From an optimization exercise on the open Yosys and OpenROAD flow, aimed at small area, a short achievable clock period and few clock cycles per item; shortcuts taken in it are not production practice. RTL that was checked went through simulation tests only; none was proved equivalent to the original. Power and IR drop assume default switching activity.

## v6
## cpu_top
module cpu_top #(
    parameter int inst_addr_w = 8
) (
    input  wire                     clk,
    input  wire                     rst_n,
    input  wire [data_w-1:0]        inst_rdata,
    input  wire [data_w-1:0]        data_rdata,
    output logic [inst_addr_w-1:0]  inst_addr,
    output logic [data_addr_w-1:0]  data_addr,
    output logic [data_w-1:0]       data_wdata,
    output logic                    data_we,
    output logic                    io_stall
);
    logic              i_valid;
    logic              d_valid;
    logic              d_stall;      
    logic [pc_w-1:0]   d_btgt;
    logic [data_w-1:0] ir;
    logic              e_valid;
    logic [data_w-1:0] e_a;
    logic [data_w-1:0] e_b;
    logic [pc_w-1:0]   e_addr;
    logic [pc_w-1:0]   e_btgt;
    logic              e_writes;
    logic [3:0]        e_wd;
    logic              e_alu;
    logic              e_sub;
  ...
For scale: ~2,300 cells after synthesis, ~420 flip-flops, ~68 I/O pins.
==> flow/config.mk <==
export PLATFORM = sky130hd
export DESIGN_NAME = cpu_top
export DESIGN_NICKNAME = cpu_top
export VERILOG_FILES = /design/flow/design.v
export SDC_FILE = /design/flow/constraint.sdc
export NUM_CORES = 4
export LEC_CHECK = 0
export CAP_MARGIN = 20
export CORE_MARGIN = 2
export CORE_UTILIZATION = 60
export CTS_CLUSTER_DIAMETER = 100
export CTS_CLUSTER_SIZE = 24
export SLEW_MARGIN = 20
==> flow/constraint.sdc <==
create_clock -name core_clock -period 10.0 [get_ports {clk}]
set_input_delay 2.0000 -clock core_clock [delete_from_list [all_inputs] [get_ports {clk}]]
set_output_delay 2.0000 -clock core_clock [all_outputs]
set_load 0.01 [all_outputs]
standard.sh (not shown) runs the stock make flow with config.mk's settings and CLKGATE_MAP_FILE= SYNTH_SCRIPT=/design/flow/synth_recipe.tcl, a recipe that flattens the netlist after the stock synthesis.
==> flow/flow/run.sh <==
#!/bin/bash
# Standard layout with two changes:
# - timing repair aims below the clock period: the repair steps treat any
#   path with less than SETUP_SLACK_MARGIN ns of slack as failing, so they
#   keep improving the worst path past the 10 ns constraint (TNS_END_PERCENT
#   0: only the worst path, which sets the achieved period);
# - the port buffers are plain buf_2 cells rather than the delay cell that
#   buffer_ports picks by default.
cp standard.sh standard.sh.txt
cp config.mk config.mk.txt
export SETUP_SLACK_MARGIN=6.4
export TNS_END_PERCENT=0
export BUFFER_PORTS_ARGS="-buffer_cell sky130_fd_sc_hd__buf_2"
bash standard.sh > standard.log 2>&1
Testbench counts of v6, summed over its fixed seeds: cycles 60,777, instrs 50,571.
Here is what was changed in the inputs of v7 compared with v6.
diff --git a/flow/design.v b/flow/design.v
--- a/flow/design.v
+++ b/flow/design.v
@@ -442,19 +442,22 @@
 );
     logic              i_valid;
     logic              d_valid;
     logic              d_stall;      
     logic [pc_w-1:0]   d_btgt;
     logic [data_w-1:0] ir;
     logic              e_valid;
     logic [data_w-1:0] e_a;
     logic [data_w-1:0] e_b;
-    logic [pc_w-1:0]   e_addr;
+    logic [4:0]        e_alo;        
+    logic              e_ac;         
+    logic [2:0]        e_ahi;        
+    logic [2:0]        e_ahi1;       
     logic [pc_w-1:0]   e_btgt;
     logic              e_writes;
     logic [3:0]        e_wd;
     logic              e_alu;
     logic              e_sub;
     logic              e_slt;
     logic              e_load;
     logic              e_mult;
     logic              e_beq;
@@ -583,50 +586,54 @@
     assign d_b = hit_eb ? alu_out : hit_wb ? w_data : rf_b;
     assign redirect = e_valid && e_beq && e_eq;
     logic [7:0] imm8;
     logic [7:0] imm8_p1;
     logic [7:0] bx8;
     logic [7:0] cs_s;
     logic [7:0] cs_c;
     logic [7:0] addr_sum;
     logic [7:0] addr_e;
-    logic [7:0] addr_d;
     logic       e_lt;
     assign imm8    = {{3{ir[4]}}, ir[4:0]};
     assign imm8_p1 = imm8 + 8'd1;
     assign bx8     = e_b[7:0] ^ {8{e_sub}};
     assign cs_s    = e_a[7:0] ^ bx8 ^ imm8;
     assign cs_c    = (e_a[7:0] & bx8) | (e_a[7:0] & imm8) | (bx8 & imm8);
     assign e_lt    = alu_out[0];
     pfx_add #(.W(8)) u_addr_e_add (
         .a   (cs_s),
         .b   ({cs_c[6:0], 1'b0}),
         .cin (e_sub),
         .sum (addr_sum)
     );
     assign addr_e = e_slt ? (e_lt ? imm8_p1 : imm8) : addr_sum;
-    pfx_add #(.W(8)) u_addr_d_add (
-        .a   (hit_wa ? w_data[7:0] : rf_a[7:0]),
-        .b   (imm8),
-        .cin (1'b0),
-        .sum (addr_d)
-    );
+    logic [7:0] base_d;
+    logic [5:0] addr_lo;
+    logic [2:0] addr_hi;
+    logic [2:0] addr_hi1;
+    assign base_d   = hit_wa ? w_data[7:0] : rf_a[7:0];
+    assign addr_lo  = {1'b0, base_d[4:0]} + {1'b0, ir[4:0]};
+    assign addr_hi  = ir[4] ? base_d[7:5] - 3'd1 : base_d[7:5];
+    assign addr_hi1 = ir[4] ? base_d[7:5] : base_d[7:5] + 3'd1;
     assign d_go     = d_valid && !d_stall && !redirect;
     always_ff @(posedge clk or negedge rst_n) begin
         if (!rst_n)
             e_valid <= 1'b0;
         else
             e_valid <= d_go;
     end
     always_ff @(posedge clk) begin
         e_a      <= d_a;
         e_b      <= d_b;
-        e_addr   <= hit_ea ? addr_e : addr_d;
+        e_alo    <= hit_ea ? addr_e[4:0] : addr_lo[4:0];
+        e_ac     <= !hit_ea && addr_lo[5];
+        e_ahi    <= hit_ea ? addr_e[7:5] : addr_hi;
+        e_ahi1   <= addr_hi1;
         e_btgt   <= d_btgt;
         e_writes <= d_writes;
         e_wd     <= d_wd;
         e_alu    <= d_alu;
         e_sub    <= d_sub;
         e_slt    <= d_slt;
         e_load   <= d_load;
         e_mult   <= d_mult;
         e_beq    <= d_beq && (d_rs != d_rt);
@@ -646,19 +653,19 @@
             stall_q <= 1'b1;
             we_q    <= 1'b0;
         end else begin
             stall_q <= !d_go;
             we_q    <= d_go && d_store;
         end
     end
     assign io_stall   = stall_q;
     assign data_we    = we_q;
-    assign data_addr  = e_addr;
+    assign data_addr  = {e_ac ? e_ahi1 : e_ahi, e_alo};
     assign data_wdata = e_b;
     always_ff @(posedge clk or negedge rst_n) begin
         if (!rst_n)
             w_we <= 1'b0;
         else
             w_we <= e_valid && e_writes;
     end
     always_ff @(posedge clk) begin
         w_rd   <= e_wd;
Findings:
v7 ran to completion and came out clean on the timing, DRC and antenna checks.
Compared with v6, in v7 starting density of the core up 0.30 points; number of non-clock buffers went down; number of gates resized after CTS has increased; number of antenna violations at the first check in global routing now sits higher; wire length on met1 saw an increase.
v6 → v7: multi-input logic area went up 690 sq um; part of the power in combinational logic went up 0.8 points; net switching share of the total power went up 1.2 points.
Changes observed in v7 relative to v6: final design instance area without fill has increased; sequential share of cell area has decreased; post-synthesis compound-gate area fraction has decreased; routed wire length has increased.
Between v6 and v7, area overhead of the layout relative to synthesis decreased.
Detailed route, v7 vs v6: via total higher for v7
Of the two values seen for top layer reached by signal wires, met5 was produced by v7 and met4 by v6.
Function not checked in v7: the RTL went through the layout flow alone.

separate check: timing with driven ports:
In the flow no input, the clock included, has a driving cell. The finished layouts below were timed again as built, in two steps.
Step 1 assumes that a clkbuf_16 drives the clock port and a buf_2 every other input.
Step 2 times the ports against the registers' clock, not the clock port: input delays grow and output delays shrink by t, the midpoint of the rising clock arrivals with the driver on.
Three values: ideal ports, drivers, drivers and shift; two values: the first two.
run | t (ns) | setup WS [ns] | worst hold slack (ns) | worst setup path at the end | worst register clock-pin slew, ns
v6 | 0.631 | 6.357 / 6.357 / 5.808 | 0.335 / 0.335 / 0.335 | input to register | 0.10 / 0.10
v7 | 0.627 | 6.232 / 6.232 / 5.846 | 0.341 / 0.341 / 0.341 | input to register | 0.10 / 0.10
After both steps setup and hold are still met in every run listed. The setup slack of v6, which loses most, moves by 0.000 ns with the drivers and by -0.549 ns with both steps.
